From an optimization exercise on the open Yosys and OpenROAD flow, aimed at small area, a short achievable clock period and few clock cycles per item; shortcuts taken in it are not production practice. Where RTL was checked, it was by simulation tests only, not by an equivalence proof against the original. Only the layout flow was run in run 5; the RTL was not checked for function there. No activity file was given, so power comes from the tool's default toggle rates.

File: flow/config.mk
export PLATFORM = sky130hd
export DESIGN_NAME = assembly_source_tokenizer_top
export DESIGN_NICKNAME = assembly_source_tokenizer_top
export VERILOG_FILES = /design/flow/design.v
export SDC_FILE = /design/flow/constraint.sdc
export NUM_CORES = 4
export LEC_CHECK = 0
export CAP_MARGIN = 20
export CORE_MARGIN = 2
export CORE_UTILIZATION = 25
export CTS_BUF_LIST = sky130_fd_sc_hd__clkbuf_8
export CTS_CLUSTER_DIAMETER = 100
export CTS_CLUSTER_SIZE = 32
export PLACE_DENSITY = 0.5
export SETUP_SLACK_MARGIN = 5
export SLEW_MARGIN = 20
File: flow/constraint.sdc
create_clock -name core_clock -period 8.0 [get_ports {clk_i}]
set_input_delay 1.6000 -clock core_clock [delete_from_list [all_inputs] [get_ports {clk_i}]]
set_output_delay 1.6000 -clock core_clock [all_outputs]
set_load 0.01 [all_outputs]
File: flow/design.v
package ast_pkg;
  localparam logic [3:0] C_IDLE    = 4'd0;
  localparam logic [3:0] C_SECT    = 4'd1;
  localparam logic [3:0] C_REG     = 4'd2;
  localparam logic [3:0] C_LABEL   = 4'd3;
  localparam logic [3:0] C_WORD    = 4'd4;
  localparam logic [3:0] C_NUM     = 4'd5;
  localparam logic [3:0] C_EQW     = 4'd6;
  localparam logic [3:0] C_DASHW   = 4'd7;
  localparam logic [3:0] C_COMMENT = 4'd8;
  localparam logic [4:0] R_CODE   = 5'd0;
  localparam logic [4:0] R_DATA   = 5'd1;
  localparam logic [4:0] R_REG    = 5'd2;
  localparam logic [4:0] R_LABEL  = 5'd3;
  localparam logic [4:0] R_EQ     = 5'd4;
  localparam logic [4:0] R_QMARK  = 5'd5;
  localparam logic [4:0] R_VAR    = 5'd6;
  localparam logic [4:0] R_NAME   = 5'd16;
  localparam logic [4:0] R_INT    = 5'd17;
  localparam logic [4:0] R_END    = 5'd18;    
  localparam logic [1:0] F_NONE    = 2'd0;
  localparam logic [1:0] F_SECTION = 2'd1;
  localparam logic [1:0] F_EQUALS  = 2'd2;
  localparam logic [1:0] F_DASH    = 2'd3;
  localparam logic [4:0] X_OTHER  = 5'b00000;
  localparam logic [4:0] X_NL     = 5'b00100;
  localparam logic [4:0] X_SP     = 5'b00101;
  localparam logic [4:0] X_QM     = 5'b00110;
  localparam logic [4:0] X_US     = 5'b00111;    
  localparam logic [4:0] X_EQ     = 5'b01000;
  localparam logic [4:0] X_HASH   = 5'b01001;
  localparam logic [4:0] X_COLON  = 5'b01010;
  localparam logic [4:0] X_DOLLAR = 5'b01011;
  localparam logic [4:0] X_DIGIT  = 5'b01100;
  localparam logic [4:0] X_DASH   = 5'b01101;
  localparam logic [4:0] X_DOT    = 5'b01110;
  localparam logic [4:0] X_LETTER = 5'b01111;    
  localparam logic [4:0] X_E      = 5'b10000;
  localparam logic [4:0] X_X      = 5'b10001;
  localparam logic [4:0] X_I      = 5'b10010;
  localparam logic [4:0] X_T      = 5'b10011;
  localparam logic [4:0] X_A      = 5'b10100;
  localparam logic [4:0] X_D      = 5'b10101;
  localparam logic [4:0] X_S      = 5'b10110;
  localparam logic [4:0] X_U      = 5'b10111;
  localparam logic [4:0] X_B      = 5'b11000;
  localparam logic [4:0] X_M      = 5'b11001;
  localparam logic [4:0] X_O      = 5'b11010;
  localparam logic [4:0] X_V      = 5'b11011;
  localparam logic [4:0] X_N      = 5'b11100;
  localparam logic [4:0] X_F      = 5'b11101;
  localparam logic [4:0] X_L      = 5'b11110;
  localparam logic [4:0] X_C      = 5'b11111;
  function automatic logic [4:0] char_code(input logic [7:0] c);
    logic lower, upper, digit, l16, other_letter;
    logic [4:0] v;
    v     = c[4:0];
    lower = (c[7:5] == 3'b011) && (v != 5'd0) && (v <= 5'd26);
    upper = (c[7:5] == 3'b010) && (v != 5'd0) && (v <= 5'd26);
    digit = (c[7:4] == 4'b0011) && (c[3:0] <= 4'd9);
    l16   = (v == 5'd1) || (v == 5'd2) || (v == 5'd3) || (v == 5'd4) || (v == 5'd5) ||
            (v == 5'd6) || (v == 5'd9) || (v == 5'd12) || (v == 5'd13) || (v == 5'd14) ||
            (v == 5'd15) || (v == 5'd19) || (v == 5'd20) || (v == 5'd21) || (v == 5'd22) ||
            (v == 5'd24);
    other_letter = upper || (lower && !l16);
    char_code = ({5{c == 8'h0a}} & X_NL) | ({5{c == 8'h20}} & X_SP) |
                ({5{c == "?"}} & X_QM) | ({5{c == "_"}} & X_US) |
                ({5{c == "="}} & X_EQ) | ({5{c == "#"}} & X_HASH) |
                ({5{c == ":"}} & X_COLON) | ({5{c == "$"}} & X_DOLLAR) |
                ({5{c == "-"}} & X_DASH) | ({5{c == "."}} & X_DOT) |
                ({5{digit}} & X_DIGIT) | ({5{other_letter}} & X_LETTER) |
                ({5{lower && l16}} & {1'b1, letter_low(v)});
  endfunction
  function automatic logic [3:0] letter_low(input logic [4:0] v);
    case (v)
      5'd5:    letter_low = X_E[3:0];
      5'd24:   letter_low = X_X[3:0];
      5'd9:    letter_low = X_I[3:0];
      5'd20:   letter_low = X_T[3:0];
      5'd1:    letter_low = X_A[3:0];
      5'd4:    letter_low = X_D[3:0];
      5'd19:   letter_low = X_S[3:0];
      5'd21:   letter_low = X_U[3:0];
      5'd2:    letter_low = X_B[3:0];
      5'd13:   letter_low = X_M[3:0];
      5'd15:   letter_low = X_O[3:0];
      5'd22:   letter_low = X_V[3:0];
      5'd14:   letter_low = X_N[3:0];
      5'd6:    letter_low = X_F[3:0];
      5'd12:   letter_low = X_L[3:0];
      default: letter_low = X_C[3:0];
    endcase
  endfunction
  function automatic logic is_alpha(input logic [4:0] x);
    is_alpha = x[4] || (x == X_LETTER);
  endfunction
  localparam logic [4:0] W_NAME = R_NAME;
  localparam logic [4:0] W_VAR  = R_VAR;
  localparam logic [4:0] W_EXIT = 5'd7;
  localparam logic [4:0] W_ADD  = 5'd8;
  localparam logic [4:0] W_SUB  = 5'd9;
  localparam logic [4:0] W_MOV  = 5'd10;
  localparam logic [4:0] W_ENUM = 5'd11;
  localparam logic [4:0] W_IF   = 5'd12;
  localparam logic [4:0] W_IN   = 5'd13;
  localparam logic [4:0] W_ELSE = 5'd14;
  localparam logic [4:0] W_END  = 5'd15;
  localparam logic [4:0] W_E    = 5'd0;
  localparam logic [4:0] W_EX   = 5'd1;
  localparam logic [4:0] W_EXI  = 5'd2;
  localparam logic [4:0] W_A    = 5'd3;
  localparam logic [4:0] W_AD   = 5'd4;
  localparam logic [4:0] W_S    = 5'd5;
  localparam logic [4:0] W_SU   = 5'd17;
  localparam logic [4:0] W_M    = 5'd18;
  localparam logic [4:0] W_MO   = 5'd19;
  localparam logic [4:0] W_EN   = 5'd20;
  localparam logic [4:0] W_ENU  = 5'd21;
  localparam logic [4:0] W_I    = 5'd22;
  localparam logic [4:0] W_EL   = 5'd23;
  localparam logic [4:0] W_ELS  = 5'd24;
  localparam logic [4:0] S_CODE = R_CODE;
  localparam logic [4:0] S_DATA = R_DATA;
  localparam logic [4:0] S_BAD  = 5'd2;
  localparam logic [4:0] S_H    = 5'd3;    
  localparam logic [4:0] S_C    = 5'd4;
  localparam logic [4:0] S_CO   = 5'd5;
  localparam logic [4:0] S_COD  = 5'd6;
  localparam logic [4:0] S_D    = 5'd7;
  localparam logic [4:0] S_DA   = 5'd8;
  localparam logic [4:0] S_DAT  = 5'd9;
  function automatic logic [4:0] word_first(input logic [4:0] c);
    case (c)
      X_DOT:   word_first = W_VAR;
      X_E:     word_first = W_E;
      X_A:     word_first = W_A;
      X_S:     word_first = W_S;
      X_M:     word_first = W_M;
      X_I:     word_first = W_I;
      default: word_first = W_NAME;
    endcase
  endfunction
  function automatic logic [4:0] word_next(input logic [4:0] n, input logic [4:0] c);
    word_next = W_NAME;
    case (n)
      W_VAR:  word_next = W_VAR;
      W_E:    if (c == X_X) word_next = W_EX; else if (c == X_N) word_next = W_EN;
              else if (c == X_L) word_next = W_EL;
      W_EX:   if (c == X_I) word_next = W_EXI;
      W_EXI:  if (c == X_T) word_next = W_EXIT;
      W_A:    if (c == X_D) word_next = W_AD;
      W_AD:   if (c == X_D) word_next = W_ADD;
      W_S:    if (c == X_U) word_next = W_SU;
      W_SU:   if (c == X_B) word_next = W_SUB;
      W_M:    if (c == X_O) word_next = W_MO;
      W_MO:   if (c == X_V) word_next = W_MOV;
      W_EN:   if (c == X_U) word_next = W_ENU; else if (c == X_D) word_next = W_END;
      W_ENU:  if (c == X_M) word_next = W_ENUM;
      W_I:    if (c == X_F) word_next = W_IF; else if (c == X_N) word_next = W_IN;
      W_EL:   if (c == X_S) word_next = W_ELS;
      W_ELS:  if (c == X_E) word_next = W_ELSE;
      default: word_next = W_NAME;
    endcase
  endfunction
  function automatic logic [4:0] sect_next(input logic [4:0] n, input logic [4:0] c);
    sect_next = S_BAD;
    case (n)
      S_H:   if (c == X_C) sect_next = S_C; else if (c == X_D) sect_next = S_D;
      S_C:   if (c == X_O) sect_next = S_CO;
      S_CO:  if (c == X_D) sect_next = S_COD;
      S_COD: if (c == X_E) sect_next = S_CODE;
      S_D:   if (c == X_A) sect_next = S_DA;
      S_DA:  if (c == X_T) sect_next = S_DAT;
      S_DAT: if (c == X_A) sect_next = S_DATA;
      default: sect_next = S_BAD;
    endcase
  endfunction
  function automatic logic [6:0] tok_code(input logic [3:0] m, input logic [4:0] n);
    case (m)
      C_SECT:  tok_code = ((n == S_CODE) || (n == S_DATA)) ? {n, F_NONE} : {R_END, F_SECTION};
      C_REG:   tok_code = {R_REG, F_NONE};
      C_LABEL: tok_code = {R_LABEL, F_NONE};
      C_WORD:  tok_code = ((n >= W_VAR) && (n <= W_NAME)) ? {n, F_NONE} : {R_NAME, F_NONE};
      C_NUM:   tok_code = {R_INT, F_NONE};
      C_EQW:   tok_code = {R_END, F_EQUALS};
      default: tok_code = {R_END, F_DASH};
    endcase
  endfunction
  function automatic logic [15:0] sat_inc16(input logic [15:0] v);
    sat_inc16 = (v == 16'hffff) ? v : v + 16'd1;
  endfunction
endpackage
module ast_in_buf (
  input  logic       clk_i,
  input  logic       rst_ni,
  input  logic       in_valid_i,
  output logic       in_ready_o,
  input  logic [8:0] in_data_i,
  output logic       hv_o,
  output logic [5:0] item_o,
  input  logic       cons_i
);
  logic [5:0] d0_q, d1_q, enc;
  logic       v0_q, v1_q;
  logic       take;
  assign enc = {ast_pkg::char_code(in_data_i[8:1]), in_data_i[0]};
  assign in_ready_o = !v1_q;
  assign take       = in_valid_i && !v1_q;
  assign hv_o       = v0_q;
  assign item_o     = d0_q;
  always_ff @(posedge clk_i or negedge rst_ni) begin
    if (!rst_ni) begin
      v0_q <= 1'b0;
      v1_q <= 1'b0;
    end else begin
      if (cons_i || !v0_q) v0_q <= v1_q || take;
      v1_q <= v1_q ? !cons_i : (take && v0_q && !cons_i);
    end
  end
  always_ff @(posedge clk_i) begin
    if (cons_i || !v0_q) d0_q <= v1_q ? d1_q : enc;
    if (!v1_q) d1_q <= enc;
  end
endmodule
module ast_lexer (
  input  logic        clk_i,
  input  logic        rst_ni,
  input  logic        hv_i,        
  input  logic [5:0]  item_i,      
  output logic        cons_o,      
  output logic        out_valid_o,
  input  logic        out_ready_i,
  output logic [71:0] out_data_o
);
  logic [3:0]  cls_q, cls_d;
  logic [4:0]  node_q, node_d;
  logic [1:0]  fault_q, fault_d;
  logic        halted_q, halted_d;
  logic        pend_q;
  logic        pl_q, pl_d;            
  logic [15:0] offset_q, offset_d, col_q, col_d;
  logic [15:0] line_q, line_d;
  logic        nlp_q, nlp_d;          
  logic        rsp_q, rsp_d;          
  logic [15:0] start_q, start_d, len_q, len_d, ocol_q, ocol_d;
  logic        final_q, final_d;
  logic [4:0]  c;
  logic        last, nl;
  logic        sp_nl, alpha, digit, wbody, nbody, tstart, qm, sigil;
  logic        is_tok, body_ok, cons, newres, tload, upd;
  logic [15:0] offset_cur, col_cur, len_inc, line_true;
  logic        sig_first;
  logic [3:0]  ocls;
  logic [4:0]  onode, gnode;
  logic [6:0]  ccode;
  assign c    = item_i[5:1];
  assign last = item_i[0];
  assign nl   = (c == ast_pkg::X_NL);
  assign sp_nl  = (c == ast_pkg::X_SP) || nl;
  assign alpha  = ast_pkg::is_alpha(c);
  assign digit  = (c == ast_pkg::X_DIGIT);
  assign wbody  = alpha || (c == ast_pkg::X_US) || (c == ast_pkg::X_DOT);
  assign nbody  = digit || (c == ast_pkg::X_DOT);
  assign qm     = (c == ast_pkg::X_QM);
  assign sigil  = (c == ast_pkg::X_DOLLAR) || (c == ast_pkg::X_COLON);
  assign tstart = c[4] || (c[4:3] == 2'b01);
  assign is_tok = (cls_q == ast_pkg::C_SECT) || (cls_q == ast_pkg::C_REG) ||
                  (cls_q == ast_pkg::C_LABEL) || (cls_q == ast_pkg::C_WORD) ||
                  (cls_q == ast_pkg::C_NUM);
  always_comb begin
    case (cls_q)
      ast_pkg::C_SECT, ast_pkg::C_REG, ast_pkg::C_LABEL: body_ok = !sp_nl;
      ast_pkg::C_WORD: body_ok = wbody;
      ast_pkg::C_NUM:  body_ok = nbody;
      default:         body_ok = 1'b0;
    endcase
  end
  assign offset_cur = rsp_q ? 16'd0 : offset_q;
  assign col_cur    = rsp_q ? 16'd1 : col_q;
  assign sig_first  = ((cls_q == ast_pkg::C_REG) || (cls_q == ast_pkg::C_LABEL)) && (len_q == '0);
  assign len_inc    = ((&len_q[15:1]) && (len_q[0] ||
                       (cls_q == ast_pkg::C_REG) || (cls_q == ast_pkg::C_LABEL))) ?
                      len_q : len_q + 16'd1;
  assign line_true  = rsp_q ? 16'd1 : (nlp_q ? ast_pkg::sat_inc16(line_q) : line_q);
  always_comb begin
    onode = ast_pkg::word_first(c);
    if (c == ast_pkg::X_HASH) begin
      ocls  = ast_pkg::C_SECT;
      onode = ast_pkg::S_H;
    end else if (c == ast_pkg::X_DOLLAR) ocls = ast_pkg::C_REG;
    else if (c == ast_pkg::X_COLON) ocls = ast_pkg::C_LABEL;
    else if (c == ast_pkg::X_EQ) ocls = ast_pkg::C_EQW;
    else if (c == ast_pkg::X_DASH) ocls = ast_pkg::C_DASHW;
    else if (digit) ocls = ast_pkg::C_NUM;
    else ocls = ast_pkg::C_WORD;
  end
  assign gnode = (cls_q == ast_pkg::C_SECT) ? ast_pkg::sect_next(node_q, c)
                                            : ast_pkg::word_next(node_q, c);
  assign ccode = ast_pkg::tok_code(cls_q, node_q);
  always_comb begin
    cls_d    = cls_q;
    node_d   = node_q;
    fault_d  = fault_q;
    halted_d = halted_q;
    pl_d     = 1'b0;
    offset_d = offset_q;
    col_d    = col_q;
    line_d   = line_q;
    nlp_d    = nlp_q;
    rsp_d    = rsp_q;
    start_d  = start_q;
    len_d    = len_q;
    ocol_d   = ocol_q;
    final_d  = final_q;
    cons     = 1'b0;
    newres   = 1'b0;
    tload    = 1'b0;
    if (sig_first) start_d = offset_q;
    if (pl_q) begin
      newres   = 1'b1;
      node_d   = ccode[6:2];
      fault_d  = ccode[1:0];
      final_d  = 1'b1;
      halted_d = (ccode[1:0] != ast_pkg::F_NONE);
      cls_d    = ast_pkg::C_IDLE;
    end else if (hv_i) begin
      if (halted_q) begin
        cons = 1'b1;
      end else if (is_tok) begin
        if (body_ok) begin
          cons   = 1'b1;
          len_d  = len_inc;
          node_d = gnode;
          pl_d   = last;
        end else begin
          newres   = 1'b1;
          node_d   = ccode[6:2];
          fault_d  = ccode[1:0];
          halted_d = (ccode[1:0] != ast_pkg::F_NONE);
          cls_d    = ast_pkg::C_IDLE;
          cons     = halted_d || !(tstart || qm);
          final_d  = last && cons;
        end
      end else if (cls_q == ast_pkg::C_EQW) begin
        cons    = 1'b1;
        newres  = 1'b1;
        cls_d   = ast_pkg::C_IDLE;
        final_d = last;
        node_d  = (c == ast_pkg::X_EQ) ? ast_pkg::R_EQ : ast_pkg::R_END;
        if (c == ast_pkg::X_EQ) begin
          fault_d = ast_pkg::F_NONE;
          len_d   = 16'd2;
        end else begin
          fault_d  = ast_pkg::F_EQUALS;
          halted_d = 1'b1;
        end
      end else if ((cls_q == ast_pkg::C_DASHW) && (c != ast_pkg::X_DASH)) begin
        cons     = 1'b1;
        newres   = 1'b1;
        cls_d    = ast_pkg::C_IDLE;
        final_d  = last;
        node_d   = ast_pkg::R_END;
        fault_d  = ast_pkg::F_DASH;
        halted_d = 1'b1;
      end else begin
        cons = 1'b1;
        if (cls_q == ast_pkg::C_DASHW) begin
          cls_d = ast_pkg::C_COMMENT;
        end else if (cls_q == ast_pkg::C_COMMENT) begin
          if (nl) cls_d = ast_pkg::C_IDLE;
        end else if (tstart) begin
          tload   = 1'b1;
          cls_d   = ocls;
          node_d  = onode;
          start_d = offset_cur;
          len_d   = sigil ? 16'd0 : 16'd1;
          ocol_d  = col_cur;
          pl_d    = last;
        end else if (qm) begin
          tload   = 1'b1;
          newres  = 1'b1;
          node_d  = ast_pkg::R_QMARK;
          fault_d = ast_pkg::F_NONE;
          start_d = offset_cur;
          len_d   = 16'd1;
          ocol_d  = col_cur;
          final_d = last;
        end
        if (last && !newres && !pl_d) begin
          tload   = 1'b1;
          newres  = 1'b1;
          node_d  = ast_pkg::R_END;
          fault_d = ast_pkg::F_NONE;
          start_d = offset_cur;
          len_d   = 16'd0;
          ocol_d  = col_cur;
          final_d = 1'b1;
        end
      end
      if (cons && !halted_q) begin
        offset_d = offset_cur + 16'd1;
        col_d    = nl ? 16'd1 : ast_pkg::sat_inc16(col_cur);
        line_d = line_true;
        nlp_d  = nl;
        rsp_d  = last;
        if (last && !pl_d) cls_d = ast_pkg::C_IDLE;
      end
    end
  end
  assign upd    = pl_q || (hv_i && (!pend_q || halted_q || out_ready_i));
  assign cons_o = upd && cons;
  always_ff @(posedge clk_i or negedge rst_ni) begin
    if (!rst_ni) begin
      cls_q    <= ast_pkg::C_IDLE;
      halted_q <= 1'b0;
      pend_q   <= 1'b0;
      pl_q     <= 1'b0;
      nlp_q    <= 1'b0;
      rsp_q    <= 1'b1;
    end else begin
      pend_q <= (upd && newres) || (pend_q && !out_ready_i);
      if (upd) begin
        cls_q    <= cls_d;
        halted_q <= halted_d;
        pl_q     <= pl_d;
        nlp_q    <= nlp_d;
        rsp_q    <= rsp_d;
      end
    end
  end
  always_ff @(posedge clk_i) begin
    if (upd) begin
      offset_q <= offset_d;
      col_q   <= col_d;
      node_q  <= node_d;
      fault_q <= fault_d;
      line_q  <= line_d;
      start_q <= start_d;
      len_q   <= len_d;
      ocol_q  <= ocol_d;
      final_q <= final_d;
    end
  end
  assign out_valid_o = pend_q;
  assign out_data_o  = {node_q, fault_q, start_q, len_q, line_q, ocol_q, final_q};
endmodule
module assembly_source_tokenizer_top (
  input  logic               clk_i,
  input  logic               rst_ni,
  input  logic               in_valid_i,
  output logic               in_ready_o,
  input  logic [8:0]         in_data_i,    
  output logic               out_valid_o,
  input  logic               out_ready_i,
  output logic [71:0]        out_data_o    
);
  logic       hv, cons;
  logic [5:0] item;
  ast_in_buf u_buf (
    .clk_i      (clk_i),
    .rst_ni     (rst_ni),
    .in_valid_i (in_valid_i),
    .in_ready_o (in_ready_o),
    .in_data_i  (in_data_i),
    .hv_o       (hv),
    .item_o     (item),
    .cons_i     (cons)
  );
  ast_lexer u_lexer (
    .clk_i       (clk_i),
    .rst_ni      (rst_ni),
    .hv_i        (hv),
    .item_i      (item),
    .cons_o      (cons),
    .out_valid_o (out_valid_o),
    .out_ready_i (out_ready_i),
    .out_data_o  (out_data_o)
  );
endmodule
File: flow/flow/run.sh
#!/bin/bash
# ORFS layout as the standard flow, with single-strength port buffers.
set -euo pipefail
W=$(pwd)
export BUFFER_PORTS_ARGS="-buffer_cell sky130_fd_sc_hd__buf_1"
make -C "$FLOW_HOME" DESIGN_CONFIG="$FLOW_CONFIG" WORK_HOME="$W/orfs" CLKGATE_MAP_FILE= \
  SYNTH_SCRIPT="$W/synth_recipe.tcl" CAP_MARGIN=20 CORE_MARGIN=2 CORE_UTILIZATION=25 \
  PLACE_DENSITY=0.5 SLEW_MARGIN=20 SETUP_SLACK_MARGIN=5 finish > "$W/make.log" 2>&1
: # left out here: write the final layout as DEF
File: flow/standard.sh
#!/bin/bash
# synth_recipe.tcl (not shown) runs the flow's synth.tcl, then flattens the netlist and writes it again
# the make line also repeats each setting of config.mk as NAME=value (left out here)
make -C /OpenROAD-flow-scripts/flow DESIGN_CONFIG=/design/flow/config.mk WORK_HOME=/design/flow/orfs CLKGATE_MAP_FILE= SYNTH_SCRIPT=/design/flow/synth_recipe.tcl "${@:-finish}"
==> out/qor.txt, run 1 <==
Gpl congestion = 0.871
Pre-CTS setup slack = 4.38 ns
Syn Std Cell Area = 8310 um^2
Post-Syn Instances = 876
Highest routed layer = met4
Distinct cells, synth = 96
Initial Util = 0.255
Worst R2R Path Depth = 6
Synth async-reset ratio = 0.0866
Gr usage total = 0.131
RR Startpoint = u_buf.d0_q[2]$_DFFE_PP_
Clock share of power = 0.114
Startpoint types = flop
Die ar. = 34700 um^2
Setup CP Type = reg -> reg
Buf/Inv on CP = 0
PwrDens = 445 nW/um^2
Hold buffers post-CTS = 0
Max Cap Violations = 0
Worst vdd rail ir drop = 0.000129 V
Diodes inserted = 0
RR Endpoint = u_lexer.node_q[1]$_DFFE_PP_
Core Area = 32600 um^2
CTS buffer count = 17
Slew HR = 0.453
Count leader, synth = edfxtp_1
Via count = 7088
Initial DRC count = 634
Cell leakage power = 3.24 nW
Total gr overflow = 0
Fmax achieved = 339 MHz
TritonRoute pass-1 iters = 7
Worst Hold Launch = u_buf.d1_q[0]$_DFF_P_
Met3 WL = 1200 um
Clock sink total = 127
CP Data Arrival Time = 3.10 ns
Sequential share of power = 0.387
Non-filler cells, final = 1406
Tcrit/Tclk final = 0.369
Syn_nets = 903
Worst Hold Depth = 1
Fin crit period = 2.95 ns
Vias in the first global route = 6843
DP HPWL = 15700 um
Required @ worst endpoint = 8.15 ns
Worst slew pin tran = 0.820 ns
Worst Setup Slack, final = 5.05 ns
Slowest CP cell = edfxtp_1
Sequential fraction of the synthesis area = 0.445
DRT Wirelength = 23000 um
Share of post-route cells with drive strength above 1 = 0.106
Post-synth top area share = 0.397
Top cells by count, synth = 110 x edfxtp_1, 94 x nor2_1, 64 x nand2_1
Outcome = complete, no violations
RSZ-0062 raised after global routing = true
Port Buffer Count = 86
Clk_skew = 0.0297 ns
Area Overhead vs Synth = 15.0%
Wire length on met1 = 10800 um
Die W = 186 um
First-pass GRT wire length = 37400 um
Worst-Skew Late Latency = 0.45 ns
Via density = 5.04
Setup violations, final = 0
WL met2 = 10800 um
Final hold viol count = 0
Psw = 2.00 mW
Combinational share of power = 0.499
Internal power = 2.25 mW
Io pins = 87
Worst-path fanout max = 17
Reg2reg setup slack = 5.05 ns
Site row count = 66
Post-synth EDFFs = 110
Syn_area_per_cell = 9.49 um^2
Max-slew violations = 0
WL/cell = 16.4 um
Setup_tns = 0 ns
Root buffer cell = clkbuf_8
Max incr delay on CP = 0.73 ns
Clk buf depth = 2
Crit path cell chain = nand3b_1, a211oi_2, o21bai_1, o221ai_1, a221oi_1, o211ai_1
Worst Hold End = u_buf.d1_q[0]$_DFF_P_
Post-route ant nets = 0
Post-synth top flop = edfxtp_1
Synth top area cells = edfxtp_1 40%, nor2_1 4.2%, xor2_1 3.3%
Largest net degree at the start of global routing = 59
DR DRC count = 0
Sw frac = 0.470
Top cell type by total area after synthesis = edfxtp_1
Worst min-delay path class = reg -> reg
Post-layout nets = 978
Yosys reg bits = 127
Clock-pin slew on the worst setup and hold paths = 0.09 ns
H-tree Lvls = 4
Placed cell count = 1356
Number of antenna violations at the first check in global routing = 0
CTS tree = built
Yosys warnings = 2
Die height = 186 um
Endpoint class of the critical path = flop
Cell family with most CP delay = compound AO/OA/AOI/OAI gates
## cells by family after synthesis
family	count (synthesis)	share of synthesized area
xor gates and xnor gates	54	0.0569
buffers and inverters	81	0.0402
and+or+nand+nor	396	0.260
muxes	5	0.00662
AOI/OAI and AO/OA	197	0.168
DFF	127	0.445
adders and majority gates	16	0.0235
## timing repair
item | in CTS | in global routing
setup buffers | 9 | 8
resized for setup | 9 | 7
hold endpoints to repair | 0 | 0
pin swaps | 1 | 1
endpoints found under the setup margin | 68 | 66
gates cloned | 1 | 0
## worst register-to-register path: stages, from the launching register on
cell      delay [ns]
edfxtp_1        0.73
nand3b_1        0.28
a211oi_2        0.47
o21bai_1        0.31
o221ai_1        0.30
a221oi_1        0.42
o211ai_1        0.14
## area by class of cell
type / instances / area (um^2)
Fill cell: 3458 / 23100
Multi-Input combinational cell: 668 / 4350
Sequential cell: 127 / 3700
Tap cell: 442 / 553
Timing Repair Buffer: 109 / 505
Clock buffer: 17 / 234
Inverter: 27 / 109
Clock inverter: 15 / 96.3
Timing Repair inverter: 1 / 7.51
## per-layer routing
layer | vias up | track usage
met3 | 24 | 0.0267
met5 | - | 0
met2 | 223 | 0.210
met4 | 0 | 0.0378
li1 | 3429 | -
met1 | 3412 | 0.180
## worst max-delay path by stage
stage | startpoint | endpoint | slack (ns) | cells after the start
5_1_grt | in_data_i[1] | u_buf.d0_q[5]$_DFFE_PP_ | 4.98 | 9
3_3_place_gp | in_data_i[5] | u_buf.d0_q[3]$_DFFE_PP_ | 4.43 | 7
2_1_floorplan | in_data_i[5] | u_buf.d0_q[4]$_DFFE_PP_ | 5.00 | 8
6_report | u_buf.d0_q[2]$_DFFE_PP_ | u_lexer.node_q[1]$_DFFE_PP_ | 5.05 | 6
3_5_place_dp | in_data_i[5] | u_buf.d0_q[3]$_DFFE_PP_ | 4.38 | 7
4_1_cts | u_lexer.node_q[4]$_DFFE_PP_ | out_data_o[71] | 5.00 | 1
## metrics by stage
step                      hold slack, ns  utilization  cell area (um^2)  total power [mW]
final                              0.478        0.293              9560              4.25
after CTS                          0.482        0.290              9470              4.25
after global placement             0.458        0.277              9040              3.66
after floorplan                    0.443            -              8360              3.04
after global routing               0.506        0.293              9560              4.59
after detailed placement           0.461        0.277              9040              3.67
## power by group through the flow
stage / clock (mW) / combinational [mW] / sequential [mW]
6_report: 0.485 / 2.12 / 1.64
5_1_grt: 0.533 / 2.35 / 1.70
4_1_cts: 0.505 / 2.06 / 1.68
3_5_place_dp: 0 / 1.95 / 1.71
3_3_place_gp: 0 / 1.95 / 1.71
2_1_floorplan: 0 / 1.46 / 1.58
## cell usage in the layout, fill, tap and decap left out, drive strengths merged, types with 5 or more instances in the layout
cell type	count
xor2	31
o31ai	5
nor4	12
nor4b	6
o32ai	6
nand4	17
dfrtp	10
nand2	64
buf	108
a22o	17
o22a	6
and4b	5
clkinv	9
clkinvlp	7
clkbuf	18
nor3	26
a211oi	8
a21oi	41
nor2	95
edfxtp	110
nand3	43
nand2b	26
ha	14
o22ai	7
a31oi	13
o21ai	38
dfxtp	6
and2	10
inv	27
o41ai	5
o21bai	5
nand3b	10
o211ai	5
and3	17
nor2b	27
or2	5
or3	11
xnor2	23
## sequential cells by signal, summed over array words and instances (netlist names), 5 cells and up
signal            flops
u_lexer.start_q      16
u_lexer.col_q        16
u_lexer.ocol_q       16
u_lexer.len_q        16
u_buf.d1_q            6
u_buf.d0_q            6
u_lexer.line_q       16
u_lexer.node_q        5
u_lexer.offset_q     16
Testbench counts, summed over its fixed seeds: cycles 45,176, bytes 43,768.
==> inputs of run 2 (changes only) <==
--- a/flow/config.mk
+++ b/flow/config.mk
@@ -5,12 +5,11 @@
 export SDC_FILE = /design/flow/constraint.sdc
 export NUM_CORES = 4
 export LEC_CHECK = 0
+export ABC_AREA = 1
 export CAP_MARGIN = 20
 export CORE_MARGIN = 2
 export CORE_UTILIZATION = 25
 export CTS_BUF_LIST = sky130_fd_sc_hd__clkbuf_8
-export CTS_CLUSTER_DIAMETER = 100
-export CTS_CLUSTER_SIZE = 32
 export PLACE_DENSITY = 0.5
 export SETUP_SLACK_MARGIN = 5
 export SLEW_MARGIN = 20
==> run 2 against run 1 <==
Against the previous run:
- register-to-register slack better by 0.24 ns
- cell area grew 3.6%
- hold slack worse by 0.0063 ns
- critical path depth down 4
- clock power up 17%
- still clean on timing, DRC and antenna
- sequential share of layout area decreased by 1.3 points
- count of clock-buffer cells in the layout stayed put
- routed wire length increased by 3.7%
- cell count rose by 22%
- synthesized cell count grew 33%
- die area rose by 4.0%
==> out/qor.txt, run 2 <==
CTS buffer count = 17
Fin crit period = 2.92 ns
Sequential share of power = 0.469
Clock-pin slew on the worst setup and hold paths = 0.08 ns
Via count = 7823
CP Data Arrival Time = 1.32 ns
Sw frac = 0.313
Internal power = 1.12 mW
Clk_skew = 0.0122 ns
Post-synth EDFFs = 110
Port Buffer Count = 86
Fmax achieved = 343 MHz
Worst min-delay path class = reg -> reg
Clock share of power = 0.346
Placement Cell Area = 9430 um^2
Area Overhead vs Synth = 14.5%
Syn Std Cell Area = 8650 um^2
Post-layout nets = 1274
Outcome = complete, no violations
Post-synth top area share = 0.382
Clk buf depth = 2
Die ar. = 36100 um^2
Share of post-route cells with drive strength above 1 = 0.0937
Commonest non-fill, non-tap cell in the layout = nand2_1
Number of antenna violations at the first check in global routing = 1
Slew HR = 0.480
DRT Wirelength = 23900 um
Worst slew pin tran = 0.779 ns
Psw = 0.512 mW
Endpoint class of the critical path = output port
Max-slew violations = 0
Gpl congestion = 0.912
Final hold viol count = 0
Yosys reg bits = 127
TritonRoute pass-1 iters = 5
First-pass GRT wire length = 38700 um
Die height = 190 um
Setup violations, final = 0
DR DRC count = 0
Worst-Skew Late Latency = 0.46 ns
Syn_area_per_cell = 7.45 um^2
Post-Syn Instances = 1162
Distinct cells, synth = 47
RSZ-0062 raised after global routing = true
Diodes inserted = 0
Synth async-reset ratio = 0.0866
Setup_tns = 0 ns
Combinational share of power = 0.184
Yosys warnings = 2
Die W = 190 um
Core Area = 34300 um^2
Worst-path fanout max = 7
Count leader, synth = nand2_1
WL/cell = 13.9 um
Finished layout cell area = 9900 um^2
Vias in the first global route = 7502
Required @ worst endpoint = 6.40 ns
Gr usage total = 0.133
Sequential fraction of the synthesis area = 0.428
Worst vdd rail ir drop = 0.0000692 V
Startpoint types = flop
Hold buffers post-CTS = 0
Via density = 4.56
Syn_nets = 1189
Post-route ant nets = 0
H-tree Lvls = 4
CTS tree = built
Initial DRC count = 520
Root buffer cell = clkbuf_8
Top cell type by total area after synthesis = edfxtp_1
DP HPWL = 18000 um
Top cells by count, synth = 307 x nand2_1, 180 x nor2_1, 141 x inv_1
Clock sink total = 127
Max Cap Violations = 0
Commonest non-fill, non-tap cells in the layout = 305 x nand2_1, 177 x nor2_1, 140 x inv_1
Setup CP Type = reg -> out
PwrDens = 165 nW/um^2
Initial Util = 0.252
Total gr overflow = 0
Cell leakage power = 4.23 nW
Tcrit/Tclk final = 0.365
Synth top area cells = edfxtp_1 38%, nand2_1 13%, nor2_1 7.8%
Site row count = 68
Post-synth top flop = edfxtp_1
Largest net degree at the start of global routing = 32
Io pins = 87
## run 2: through the flow
stage	hold WS, ns	power [mW]	util	setup WS, ns	instances
2_1_floorplan	0.418	0.999	-	4.93	1162
3_3_place_gp	0.437	1.08	0.275	4.44	1678
3_5_place_dp	0.446	1.08	0.275	4.38	1678
4_1_cts	0.467	1.65	0.287	4.99	1711
5_1_grt	0.496	1.71	0.289	4.98	1714
6_report	0.472	1.64	0.289	5.08	1714
## run 2: final timing paths
check	startpoint	to	slack, ns	depth (start not counted)
setup / recovery	u_buf.v1_q$_DFF_PN0_	in_ready_o	5.08	2
hold / removal	u_buf.d1_q[5]$_DFF_P_	u_buf.d1_q[5]$_DFF_P_	0.47	2
setup reg to reg	u_lexer.cls_q[0]$_DFFE_PN0P_	u_lexer.offset_q[1]$_DFFE_PP_	5.29	9
hold reg to reg	u_buf.d1_q[5]$_DFF_P_	u_buf.d1_q[5]$_DFF_P_	0.47	2
max in group asynchronous	rst_ni	u_lexer.halted_q$_DFFE_PN0P_	6.41	1
min in group asynchronous	rst_ni	u_buf.v1_q$_DFF_PN0_	1.15	1
## run 2: cell families (layout without fill, tap and decap cells)
logic type / after synthesis / count (layout) / share of synthesized area
simple gates: 680 / 680 / 0.352
fa+ha+maj: 14 / 14 / 0.0202
compound gates: 134 / 134 / 0.0865
buf+inv: 182 / 279 / 0.0885
flops: 127 / 127 / 0.428
xor+xnor: 25 / 25 / 0.0253
## run 2: cell type report
type                            instances  area (um^2)
Timing Repair Buffer                   90          380
Clock buffer                           17          234
Tap cell                              455          569
Clock inverter                         14          154
Sequential cell                       127         3700
Multi-Input combinational cell        853         4250
Fill cell                            3776        24400
Inverter                              157          603
Timing Repair inverter                  1         7.51
## run 2: repair_timing
item	CTS	global route
cloned	1	0
setup endpoints to repair	64	70
gates resized for setup	2	6
pin swaps	1	0
setup buffers	1	3
## run 2: metal layers
metal	vias to the layer above	share of wire	global-route usage
met5	-	0.00067	0
met4	2	0.021	0.0453
met3	32	0.050	0.0269
met2	211	0.47	0.222
met1	3595	0.46	0.172
li1	3983	-	-
## run 2: power by group through the flow
stage / Sequential, mW / Combinational, mW / Clock [mW]
global route: 0.771 / 0.337 / 0.606
floorplan: 0.765 / 0.234 / 0
CTS: 0.768 / 0.300 / 0.584
global placement: 0.782 / 0.297 / 0
detailed placement: 0.782 / 0.299 / 0
finish: 0.768 / 0.302 / 0.566
## run 2: critical path, cell delays in order, from the launching register on
cell and delay [ns]:
dfrtp_1 0.45, inv_1 0.22, buf_1 0.18
==> inputs of run 3 (changes only) <==
--- a/flow/config.mk
+++ b/flow/config.mk
@@ -5,7 +5,6 @@
 export SDC_FILE = /design/flow/constraint.sdc
 export NUM_CORES = 4
 export LEC_CHECK = 0
-export ABC_AREA = 1
 export CAP_MARGIN = 20
 export CORE_MARGIN = 2
 export CORE_UTILIZATION = 25
==> run 3 against run 2 <==
Against the previous run:
- via count decreased by 9.4%
- register-to-register slack worse by 0.24 ns
- sequential power is 110% higher
- synthesized area down 3.9%
- clock power shrank 14%
- setup slack lost 0.035 ns
- sequential share of layout area rose by 1.3 points
- utilization up 0.42 points
- cell count fell by 18%
- largest power group is now combinational cells
- flip-flop and latch count unchanged
- synthesized cell count fell by 25%
- critical path type is now reg -> reg
==> out/qor.txt, run 3 <==
Vias in the first global route = 6843
Worst-path fanout max = 17
Required @ worst endpoint = 8.15 ns
H-tree Lvls = 4
Top cells by count, synth = 110 x edfxtp_1, 94 x nor2_1, 64 x nand2_1
RR Startpoint = u_buf.d0_q[2]$_DFFE_PP_
First-pass GRT wire length = 37400 um
DP HPWL = 15700 um
Tcrit/Tclk final = 0.369
Initial DRC count = 634
DRT Wirelength = 23000 um
Worst slew pin tran = 0.820 ns
Post-synth EDFFs = 110
Met2 Use GR = 0.210
Gpl congestion = 0.871
Area Overhead vs Synth = 15.0%
Worst Hold Launch = u_buf.d1_q[0]$_DFF_P_
Share of post-route cells with drive strength above 1 = 0.106
Clk_skew = 0.0297 ns
Worst-Skew Late Latency = 0.45 ns
Post-layout nets = 978
Syn_nets = 903
Fmax achieved = 339 MHz
Top cell type by total area after synthesis = edfxtp_1
Final hold viol count = 0
Setup CP Type = reg -> reg
Endpoint class of the critical path = flop
Initial Util = 0.255
Yosys reg bits = 127
Yosys warnings = 2
Clk buf depth = 2
Slew HR = 0.453
Sequential fraction of the synthesis area = 0.445
Via count = 7088
Syn Std Cell Area = 8310 um^2
Clock sink total = 127
CP Data Arrival Time = 3.10 ns
Via density = 5.04
Post-synth top flop = edfxtp_1
Met1 usage = 0.180
Setup_tns = 0 ns
Root buffer cell = clkbuf_8
Cell leakage power = 3.24 nW
Die W = 186 um
Post-Syn Instances = 876
Max Cap Violations = 0
Gr usage total = 0.131
Worst min-delay path class = reg -> reg
Site row count = 66
Outcome = complete, no violations
CTS tree = built
CTS buffer count = 17
Largest net degree at the start of global routing = 59
Max-slew violations = 0
WL/cell = 16.4 um
RSZ-0062 raised after global routing = true
Fillers = 3458
Die ar. = 34700 um^2
Setup violations, final = 0
Io pins = 87
Distinct cells, synth = 96
Total gr overflow = 0
GR peak layer = met2
Hold buffers post-CTS = 0
Syn_area_per_cell = 9.49 um^2
Commonest non-fill, non-tap cell in the layout = edfxtp_1
Diodes inserted = 0
Synth async-reset ratio = 0.0866
TritonRoute pass-1 iters = 7
Die height = 186 um
Clock-pin slew on the worst setup and hold paths = 0.09 ns
DR DRC count = 0
Worst vdd rail ir drop = 0.000129 V
Startpoint types = flop
PwrDens = 445 nW/um^2
Number of antenna violations at the first check in global routing = 0
Fin crit period = 2.95 ns
Post-route ant nets = 0
Post-synth top area share = 0.397
Commonest non-fill, non-tap cells in the layout = 110 x edfxtp_1, 93 x nor2_1, 81 x buf_1
Count leader, synth = edfxtp_1
Port Buffer Count = 86
Final core utilization = 0.293
CP startpoint = u_buf.d0_q[2]$_DFFE_PP_
Synth top area cells = edfxtp_1 40%, nor2_1 4.2%, xor2_1 3.3%
Global Route met3 Usage = 0.0267
Core Area = 32600 um^2
## run 3: cell type report
type / instances / area [um^2] / area share
Clock buffer: 17 / 234 / 0.0245
Clock inverter: 15 / 96.3 / 0.0101
Inverter: 27 / 109 / 0.0114
Multi-Input combinational cell: 668 / 4350 / 0.455
Sequential cell: 127 / 3700 / 0.387
Tap cell: 442 / 553 / 0.0579
Timing Repair Buffer: 109 / 505 / 0.0529
Timing Repair inverter: 1 / 7.51 / 0.000786
## run 3: worst paths after layout
path / slack [ns] / depth (start not counted) / end
worst max-delay path: 5.05 / 6 / u_lexer.node_q[1]$_DFFE_PP_
worst min-delay path: 0.48 / 1 / u_buf.d1_q[0]$_DFF_P_
worst max register to register: 5.05 / 6 / u_lexer.node_q[1]$_DFFE_PP_
worst min register to register: 0.48 / 1 / u_buf.d1_q[0]$_DFF_P_
max in group asynchronous: 6.22 / 1 / u_lexer.cls_q[1]$_DFFE_PN0P_
min in group asynchronous: 1.21 / 1 / u_buf.v1_q$_DFF_PN0_
## run 3: timing repair
action,4_1_cts,5_1_grt
resized for setup,9,7
pin swaps,1,1
setup buffers,9,8
endpoints found under the setup margin,68,66
cloned,1,0
## run 3: critical path: stages (launching register included)
cell	delay, ns
edfxtp_1	0.73
nand3b_1	0.27
a211oi_2	0.47
o21bai_1	0.31
o221ai_1	0.30
a221oi_1	0.42
o211ai_1	0.14
## run 3: report_power, final
part	internal, mW	switching (mW)	leakage (nW)
Combinational	0.772	1.35	1.82
Sequential	1.27	0.371	1.26
Clock	0.211	0.275	0.160
Total	2.25	2.00	3.24
## run 3: cell families (layout without fill, tap and decap cells)
kind of cell | after synthesis | after routing | share of synthesized area
AOI/OAI and AO/OA | 197 | 197 | 0.168
buffers and inverters | 81 | 169 | 0.0402
muxes | 5 | 5 | 0.00662
DFF | 127 | 127 | 0.445
xor gates and xnor gates | 54 | 54 | 0.0569
and+or+nand+nor | 396 | 396 | 0.260
adders and majority gates | 16 | 16 | 0.0235
## run 3: metrics by stage
stage                     cell area [um^2]  setup WS, ns  power [mW]  std cells  hold WS, ns
after floorplan                       8360          5.00        3.04        876        0.443
after global placement                9040          4.43        3.66       1356        0.458
after detailed placement              9040          4.38        3.67       1356        0.461
after CTS                             9470          5.00        4.25       1398        0.482
after global routing                  9560          4.98        4.59       1406        0.506
final                                 9560          5.05        4.25       1406        0.478
## run 3: per-layer routing
metal / vias to the layer above / wire length [um] / share of wire
met4: 0 / 274 / 0.012
met3: 24 / 1200 / 0.052
met5: - / 0 / 0
li1: 3429 / - / -
met2: 223 / 10800 / 0.47
met1: 3412 / 10800 / 0.47
==> inputs of run 4 (changes only) <==
==> flow/flow/run.sh (replaced) <==
#!/bin/bash
# ORFS layout as the standard flow, with single-strength port buffers.
set -euo pipefail
W=$(pwd)
export BUFFER_PORTS_ARGS="-buffer_cell sky130_fd_sc_hd__buf_1"
make -C "$FLOW_HOME" DESIGN_CONFIG="$FLOW_CONFIG" WORK_HOME="$W/orfs" CLKGATE_MAP_FILE= \
  SYNTH_SCRIPT="$W/synth_recipe.tcl" CAP_MARGIN=20 CORE_MARGIN=2 CORE_UTILIZATION=45 \
  PLACE_DENSITY=0.65 SLEW_MARGIN=20 SETUP_SLACK_MARGIN=5 finish > "$W/make.log" 2>&1
: # left out here: write the final layout as DEF
--- a/flow/config.mk
+++ b/flow/config.mk
@@ -7,8 +7,8 @@
 export LEC_CHECK = 0
 export CAP_MARGIN = 20
 export CORE_MARGIN = 2
-export CORE_UTILIZATION = 25
+export CORE_UTILIZATION = 45
 export CTS_BUF_LIST = sky130_fd_sc_hd__clkbuf_8
-export PLACE_DENSITY = 0.5
+export PLACE_DENSITY = 0.65
 export SETUP_SLACK_MARGIN = 5
 export SLEW_MARGIN = 20
==> run 4 against run 3 <==
Against the previous run:
- sequential power is essentially flat
- synthesized area is the same
- critical path depth shrank 5
- maximum frequency grew 2.0%
- largest cell class unchanged
- flip-flop and latch count is the same
- hold slack gained 0.0016 ns
- combinational power is essentially flat
- highest routed layer unchanged
- register-to-register slack gained 0.13 ns
- sequential share of layout area grew 0.86 points
- synthesized cell count is the same
==> out/qor.txt, run 4 <==
CP startpoint = u_lexer.node_q[3]$_DFFE_PP_
Slowest CP cell = edfxtp_1
Distinct cells, synth = 96
Cell leakage power = 3.26 nW
Gr usage total = 0.211
Placed cell count = 1142
Fmax achieved = 345 MHz
DR DRC count = 0
Fillers = 1671
Setup_tns = 0 ns
Critical path depth = 1
RR Endpoint = u_lexer.node_q[1]$_DFFE_PP_
Vias in the first global route = 6688
Number of antenna violations at the first check in global routing = 0
Max-slew violations = 0
Buf/Inv on CP = 1
Diodes inserted = 0
Top cell type by total area after synthesis = edfxtp_1
Io pins = 87
Site row count = 49
Tcrit/Tclk final = 0.362
Worst-Skew Late Latency = 0.44 ns
Die W = 140 um
Area of the multi-input gates = 4360 um^2
Final hold viol count = 0
TritonRoute pass-1 iters = 6
Top cells by count, synth = 110 x edfxtp_1, 94 x nor2_1, 64 x nand2_1
Share of post-route cells with drive strength above 1 = 0.102
Outcome = complete, no violations
Gpl congestion = 0.933
Worst slew pin tran = 0.795 ns
Clock-pin slew on the worst setup and hold paths = 0.07 ns
Worst min-delay path class = reg -> reg
CP Data Arrival Time = 1.29 ns
Startpoint types = flop
DP HPWL = 14000 um
Die ar. = 19600 um^2
Largest net degree at the start of global routing = 37
Post-synth top flop = edfxtp_1
Post-layout nets = 974
Required @ worst endpoint = 6.40 ns
Non-filler cells, final = 1188
H-tree Lvls = 4
Max Cap Violations = 0
Area Overhead vs Synth = 12.4%
Reg2reg setup slack = 5.18 ns
Via density = 5.93
Initial DRC count = 698
DRT Wirelength = 20600 um
Worst R2R Path Depth = 6
Max incr delay on CP = 0.66 ns
Syn Std Cell Area = 8310 um^2
Synth async-reset ratio = 0.0866
Die height = 140 um
Setup violations, final = 0
Worst vdd rail ir drop = 0.000227 V
Port Buffer Count = 86
Crit path to = out_data_o[70]
Yosys warnings = 2
Hold buffers post-CTS = 0
Yosys reg bits = 127
Cell family with most CP delay = flip-flops
Clk_skew = 0.0130 ns
Root buffer cell = clkbuf_8
Syn_nets = 903
Synth top area cells = edfxtp_1 40%, nor2_1 4.2%, xor2_1 3.3%
Worst-path fanout max = 11
Setup CP Type = reg -> out
CTS tree = built
Clock sink total = 127
Slew HR = 0.470
Post-route ant nets = 0
CTS buffer count = 17
Post-Syn Instances = 876
Crit path cell chain = buf_1
Final core utilization = 0.519
Initial Util = 0.461
Commonest non-fill, non-tap cell in the layout = edfxtp_1
Core Area = 18000 um^2
Via count = 7047
Count leader, synth = edfxtp_1
Sequential fraction of the synthesis area = 0.445
Syn_area_per_cell = 9.49 um^2
First-pass GRT wire length = 33800 um
WL/cell = 17.3 um
RR Startpoint = u_buf.d0_q[3]$_DFFE_PP_
FF/Latch Area = 3700 um^2
RSZ-0062 raised after global routing = false
Post-synth top area share = 0.397
Clk buf depth = 2
Fin crit period = 2.89 ns
Post-synth EDFFs = 110
Commonest non-fill, non-tap cells in the layout = 110 x edfxtp_1, 93 x nor2_1, 81 x buf_1
Endpoint class of the critical path = output port
Total gr overflow = 0
PwrDens = 459 nW/um^2
[run 4: worst min-delay path by stage]
stage,start,endpoint,cells past startpoint
after floorplan,u_buf.d1_q[1]$_DFF_P_,u_buf.d1_q[1]$_DFF_P_,1
after global placement,u_buf.d1_q[1]$_DFF_P_,u_buf.d1_q[1]$_DFF_P_,1
after detailed placement,u_buf.d1_q[1]$_DFF_P_,u_buf.d1_q[1]$_DFF_P_,1
after CTS,u_buf.d1_q[1]$_DFF_P_,u_buf.d1_q[1]$_DFF_P_,1
after global routing,u_buf.d1_q[4]$_DFF_P_,u_buf.d1_q[4]$_DFF_P_,1
final,u_buf.d1_q[0]$_DFF_P_,u_buf.d1_q[0]$_DFF_P_,1
[run 4: layer usage]
layer  routed length (um)  global-route usage  up-vias
met5                    0                   0        -
met3                 1230              0.0417       46
met2                 9890               0.344      248
met4                  489              0.0758        0
met1                 9000               0.282     3329
li1                     -                   -     3424
[run 4: cells by family after synthesis]
group | after synthesis | synth area share
multiplexers | 5 | 0.00662
adder cells (fa/ha/maj) | 16 | 0.0235
XOR/XNOR | 54 | 0.0569
flip-flops | 127 | 0.445
AND/OR/NAND/NOR | 396 | 0.260
AO/OA/AOI/OAI | 197 | 0.168
buffers and inverters | 81 | 0.0402
[run 4: layout make-up]
cell class                      count  share of cell area
Tap cell                          229              0.0307
Clock inverter                     14              0.0153
Multi-Input combinational cell    668               0.466
Timing Repair Buffer              105              0.0542
Sequential cell                   127               0.396
Timing Repair inverter              1            0.000803
Inverter                           27              0.0120
Clock buffer                       17              0.0250
[run 4: report_power, final]
group,internal [mW],switching [mW],total [mW]
registers,1.27,0.387,1.66
logic,0.794,1.30,2.10
clock network,0.274,0.259,0.533
total,2.34,1.95,4.29
[run 4: through the flow]
step | total power, mW | hold WS [ns] | setup slack (ns) | cell area [um^2]
3_3_place_gp | 3.58 | 0.459 | 4.48 | 8770
5_1_grt | 4.61 | 0.512 | 5.02 | 9350
2_1_floorplan | 3.04 | 0.443 | 5.00 | 8360
6_report | 4.29 | 0.480 | 5.11 | 9350
3_5_place_dp | 3.61 | 0.465 | 4.44 | 8770
4_1_cts | 4.24 | 0.484 | 5.01 | 9260
[run 4: repair_timing]
item	CTS	global route
resized for setup	6	9
endpoints found under the setup margin	59	79
cloned	1	0
buffers inserted	9	5
pin swaps	1	1
==> inputs of run 5 (changes only) <==
--- a/flow/design.v
+++ b/flow/design.v
@@ -238,17 +238,18 @@
   logic        halted_q, halted_d;
   logic        pend_q;
   logic        pl_q, pl_d;            
-  logic [15:0] offset_q, offset_d, col_q, col_d;
+  logic [15:0] offset_q, col_q, col_base;
   logic [15:0] line_q, line_d;
   logic        nlp_q, nlp_d;          
   logic        rsp_q, rsp_d;          
-  logic [15:0] start_q, start_d, len_q, len_d, ocol_q, ocol_d;
+  logic [15:0] start_q, start_d, len_q, len_set, ocol_q, ocol_d;
+  logic        len_ld, len_grow, len_sat, take;
   logic        final_q, final_d;
   logic [4:0]  c;
   logic        last, nl;
   logic        sp_nl, alpha, digit, wbody, nbody, tstart, qm, sigil;
   logic        is_tok, body_ok, cons, newres, tload, upd;
-  logic [15:0] offset_cur, col_cur, len_inc, line_true;
+  logic [15:0] offset_cur, col_cur, line_true;
   logic        sig_first;
   logic [3:0]  ocls;
   logic [4:0]  onode, gnode;
@@ -278,9 +279,8 @@
   assign offset_cur = rsp_q ? 16'd0 : offset_q;
   assign col_cur    = rsp_q ? 16'd1 : col_q;
   assign sig_first  = ((cls_q == ast_pkg::C_REG) || (cls_q == ast_pkg::C_LABEL)) && (len_q == '0);
-  assign len_inc    = ((&len_q[15:1]) && (len_q[0] ||
-                       (cls_q == ast_pkg::C_REG) || (cls_q == ast_pkg::C_LABEL))) ?
-                      len_q : len_q + 16'd1;
+  assign len_sat    = (&len_q[15:1]) && (len_q[0] ||
+                       (cls_q == ast_pkg::C_REG) || (cls_q == ast_pkg::C_LABEL));
   assign line_true  = rsp_q ? 16'd1 : (nlp_q ? ast_pkg::sat_inc16(line_q) : line_q);
   always_comb begin
     onode = ast_pkg::word_first(c);
@@ -303,13 +303,13 @@
     fault_d  = fault_q;
     halted_d = halted_q;
     pl_d     = 1'b0;
-    offset_d = offset_q;
-    col_d    = col_q;
     line_d   = line_q;
     nlp_d    = nlp_q;
     rsp_d    = rsp_q;
     start_d  = start_q;
-    len_d    = len_q;
+    len_ld   = 1'b0;
+    len_set  = 16'd0;
+    len_grow = 1'b0;
     ocol_d   = ocol_q;
     final_d  = final_q;
     cons     = 1'b0;
@@ -329,7 +329,7 @@
       end else if (is_tok) begin
         if (body_ok) begin
           cons   = 1'b1;
-          len_d  = len_inc;
+          len_grow = 1'b1;
           node_d = gnode;
           pl_d   = last;
         end else begin
@@ -349,7 +349,8 @@
         node_d  = (c == ast_pkg::X_EQ) ? ast_pkg::R_EQ : ast_pkg::R_END;
         if (c == ast_pkg::X_EQ) begin
           fault_d = ast_pkg::F_NONE;
-          len_d   = 16'd2;
+          len_ld  = 1'b1;
+          len_set = 16'd2;
         end else begin
           fault_d  = ast_pkg::F_EQUALS;
           halted_d = 1'b1;
@@ -373,7 +374,8 @@
           cls_d   = ocls;
           node_d  = onode;
           start_d = offset_cur;
-          len_d   = sigil ? 16'd0 : 16'd1;
+          len_ld  = 1'b1;
+          len_set = {15'd0, !sigil};
           ocol_d  = col_cur;
           pl_d    = last;
         end else if (qm) begin
@@ -382,7 +384,8 @@
           node_d  = ast_pkg::R_QMARK;
           fault_d = ast_pkg::F_NONE;
           start_d = offset_cur;
-          len_d   = 16'd1;
+          len_ld  = 1'b1;
+          len_set = 16'd1;
           ocol_d  = col_cur;
           final_d = last;
         end
@@ -392,14 +395,13 @@
           node_d  = ast_pkg::R_END;
           fault_d = ast_pkg::F_NONE;
           start_d = offset_cur;
-          len_d   = 16'd0;
+          len_ld  = 1'b1;
+          len_set = 16'd0;
           ocol_d  = col_cur;
           final_d = 1'b1;
         end
       end
       if (cons && !halted_q) begin
-        offset_d = offset_cur + 16'd1;
-        col_d    = nl ? 16'd1 : ast_pkg::sat_inc16(col_cur);
         line_d = line_true;
         nlp_d  = nl;
         rsp_d  = last;
@@ -430,17 +432,21 @@
   end
   always_ff @(posedge clk_i) begin
     if (upd) begin
-      offset_q <= offset_d;
-      col_q   <= col_d;
       node_q  <= node_d;
       fault_q <= fault_d;
       line_q  <= line_d;
       start_q <= start_d;
-      len_q   <= len_d;
       ocol_q  <= ocol_d;
       final_q <= final_d;
     end
   end
+  assign take     = upd && cons && !halted_q;
+  assign col_base = (rsp_q || (take && nl)) ? 16'd1 : col_q;
+  always_ff @(posedge clk_i) begin
+    offset_q <= offset_cur + {15'd0, take};
+    col_q    <= col_base + {15'd0, take && !nl && (col_base != 16'hffff)};
+    len_q    <= (upd && len_ld) ? len_set : len_q + {15'd0, upd && len_grow && !len_sat};
+  end
   assign out_valid_o = pend_q;
   assign out_data_o  = {node_q, fault_q, start_q, len_q, line_q, ocol_q, final_q};
 endmodule
==> run 5 against run 4 <==
Against the previous run:
- sequential power down 44%
- non-clock buffer count up 44
- cell count up 1.3%
- hold slack worse by 0.0092 ns
- routed wire length up 3.0%
- synthesized area down 8.3%
- via count up 3.2%
==> out/qor.txt, run 5 <==
Outcome = complete, no violations
Distinct cells, synth = 77
Number of antenna violations at the first check in global routing = 0
Required @ worst endpoint = 8.33 ns
Share of post-route cells with drive strength above 1 = 0.187
Cell leakage power = 3.34 nW
Initial Util = 0.460
Final core utilization = 0.568
Initial DRC count = 868
Crit path to = u_lexer.col_q[10]$_DFF_P_
Fin crit period = 3.33 ns
Gpl congestion = 0.925
RR Endpoint = u_lexer.col_q[10]$_DFF_P_
Post-route ant nets = 0
RSZ-0062 raised after global routing = true
Worst slew pin tran = 0.971 ns
Die ar. = 18000 um^2
Synth top area cells = edfxtp_1 24%, dfxtp_1 14%, nor2_1 4.6%
Slew HR = 0.353
Clk buf depth = 2
CP startpoint = out_ready_i
Max-slew violations = 0
Startpoint types = input port
Final hold viol count = 0
Clk_skew = 0.0200 ns
Io pins = 87
Top cells by count, synth = 93 x nor2_1, 64 x nand2_1, 62 x edfxtp_1
Max Cap Violations = 0
Clock sink total = 127
Commonest non-fill, non-tap cells in the layout = 85 x nor2_1, 80 x buf_1, 62 x edfxtp_1
Setup violations, final = 0
Crit path cell chain = buf_6, nand2b_4, nand2_4, nor3_4, buf_6, o311a_4, or2_4, ha_4, ha_4, nand3_4, or2_4, buf_6, nor3_4, xnor2_1, nor2_1
RR Startpoint = u_lexer.cls_q[3]$_DFFE_PN0P_
Sequential fraction of the synthesis area = 0.422
H-tree Lvls = 4
Post-layout nets = 998
DRT Wirelength = 21200 um
Clock-pin slew on the worst setup and hold paths = 0.09 ns
Worst Hold Launch = u_buf.d1_q[3]$_DFF_P_
Worst vdd rail ir drop = 0.000152 V
DR DRC count = 0
Site row count = 47
Critical path depth = 15
WL/cell = 17.6 um
Post-synth top area share = 0.244
Synth async-reset ratio = 0.0866
Setup CP Type = in -> reg
Slowest CP cell = or2_4
CTS tree = built
Total gr overflow = 0
TritonRoute pass-1 iters = 5
Commonest non-fill, non-tap cell in the layout = nor2_1
Cell family with most CP delay = simple AND/OR/NAND/NOR gates
Fmax achieved = 300 MHz
Post-synth top flop = edfxtp_1
FF/Latch Area = 3230 um^2
Syn_area_per_cell = 8.92 um^2
Diodes inserted = 0
Max incr delay on CP = 0.27 ns
Die height = 134 um
Largest net degree at the start of global routing = 34
Vias in the first global route = 6656
Final hold slack = 0.470 ns
Setup_tns = 0 ns
Top cell type by total area after synthesis = edfxtp_1
Syn_nets = 883
Tcrit/Tclk final = 0.416
Port Buffer Count = 86
Gr usage total = 0.235
Root buffer cell = clkbuf_8
Count leader, synth = nor2_1
Worst R2R Path Depth = 14
Fillers = 1521
Hold buffers post-CTS = 0
First-pass GRT wire length = 34300 um
DP HPWL = 13600 um
CP Data Arrival Time = 3.66 ns
Worst-path fanout max = 4
Endpoint class of the critical path = flop
Pwr Total = 2.44 mW
Buf/Inv on CP = 3
Yosys reg bits = 127
Post-synth EDFFs = 62
Top cell by count, worst path = buf_6
Core Area = 16600 um^2
Area Overhead vs Synth = 23.4%
Die W = 134 um
Syn Std Cell Area = 7630 um^2
CTS buffer count = 17
Post-Syn Instances = 855
Area of the multi-input gates = 4560 um^2
Via density = 6.05
PwrDens = 259 nW/um^2
Worst-Skew Late Latency = 0.46 ns
Via count = 7273
Worst min-delay path class = reg -> reg
Yosys warnings = 2
Reg2reg setup slack = 4.75 ns
## run 5: cell families (layout without fill, tap and decap cells)
group,after synthesis,in the layout,synth area share
fa+ha+maj,15,15,0.0246
compound gates,193,193,0.177
flops,127,127,0.422
buf+inv,74,202,0.0394
xor+xnor,56,56,0.0643
mux,6,6,0.00853
simple gates,384,384,0.264
## run 5: worst min-delay path: stages, from the launching register on
cell	delay, ns
dfxtp_1	0.30
inv_1	0.05
a32oi_2	0.06
## run 5: metrics by stage
step | area (um^2) | setup WS [ns] | cells
floorplan | 7800 | 4.40 | 855
global placement | 8180 | 3.95 | 1109
detailed placement | 8180 | 3.88 | 1109
CTS | 9160 | 4.71 | 1193
global route | 9410 | 4.61 | 1203
finish | 9410 | 4.67 | 1203
## run 5: timing repair
action,CTS,global route
pin swaps,19,20
resized for setup,50,40
buffers inserted,52,10
setup endpoints to repair,119,76
## run 5: per-layer routing
metal,GRT usage,share of wire,up-vias
li1,-,-,3398
met1,0.320,0.44,3457
met2,0.376,0.47,358
met3,0.0472,0.070,60
met4,0.0760,0.021,0
met5,0,0,-
## run 5: how the worst min path moves through the flow
stage,endpoint,depth (start not counted)
floorplan,u_buf.d1_q[2]$_DFF_P_,2
global placement,u_buf.d1_q[3]$_DFF_P_,2
detailed placement,u_buf.d1_q[0]$_DFF_P_,1
CTS,u_buf.d1_q[3]$_DFF_P_,2
global route,u_buf.d1_q[3]$_DFF_P_,2
finish,u_buf.d1_q[3]$_DFF_P_,2
## run 5: cell type report
type,instances,share of cell area
clock buffers,17,0.0249
clock inverters,15,0.0178
inverters,21,0.00917
multi-input cells,654,0.484
flip-flops and latches,127,0.343
well taps,220,0.0292
repair buffers,149,0.0916
## run 5: power breakdown
group / internal [mW] / switching [mW] / total, mW
clock network: 0.263 / 0.299 / 0.561
logic: 0.366 / 0.580 / 0.945
registers: 0.820 / 0.110 / 0.930

## port drivers added, routing unchanged
How much do the figures lean on ideal ports? The routed layouts below were timed once more, with nothing changed but the port constraints.
Step 1 assumes that a clkbuf_16 drives the clock port and a buf_2 every other input.
Step 2 adds t to the input delays and takes it off the output delays; t is the mean of the earliest and latest rising clock arrival at the registers after step 1. Input paths then give back, and output paths get back, about the clock's delay inside the block.
Three values: ideal, step 1, step 2; two values: the first two.
run | t (ns) | setup slack, ns | hold slack, ns | worst register clock-pin slew, ns
run 1 | 0.474 | 5.048 / 5.048 / 4.597 | 0.478 / 0.478 / 0.478 | 0.09 / 0.09
run 2 | 0.493 | 5.084 / 5.041 / 4.645 | 0.472 / 0.472 / 0.472 | 0.08 / 0.08
run 3 | 0.474 | 5.048 / 5.048 / 4.597 | 0.478 / 0.478 / 0.478 | 0.09 / 0.09
run 4 | 0.477 | 5.105 / 5.062 / 4.662 | 0.480 / 0.480 / 0.480 | 0.08 / 0.08
run 5 | 0.486 | 4.669 / 4.667 / 4.181 | 0.470 / 0.470 / 0.470 | 0.10 / 0.10
After both steps every run listed still meets setup and hold. The setup slack of run 5, which loses most, moves by -0.002 ns with the drivers and by -0.488 ns with both steps.
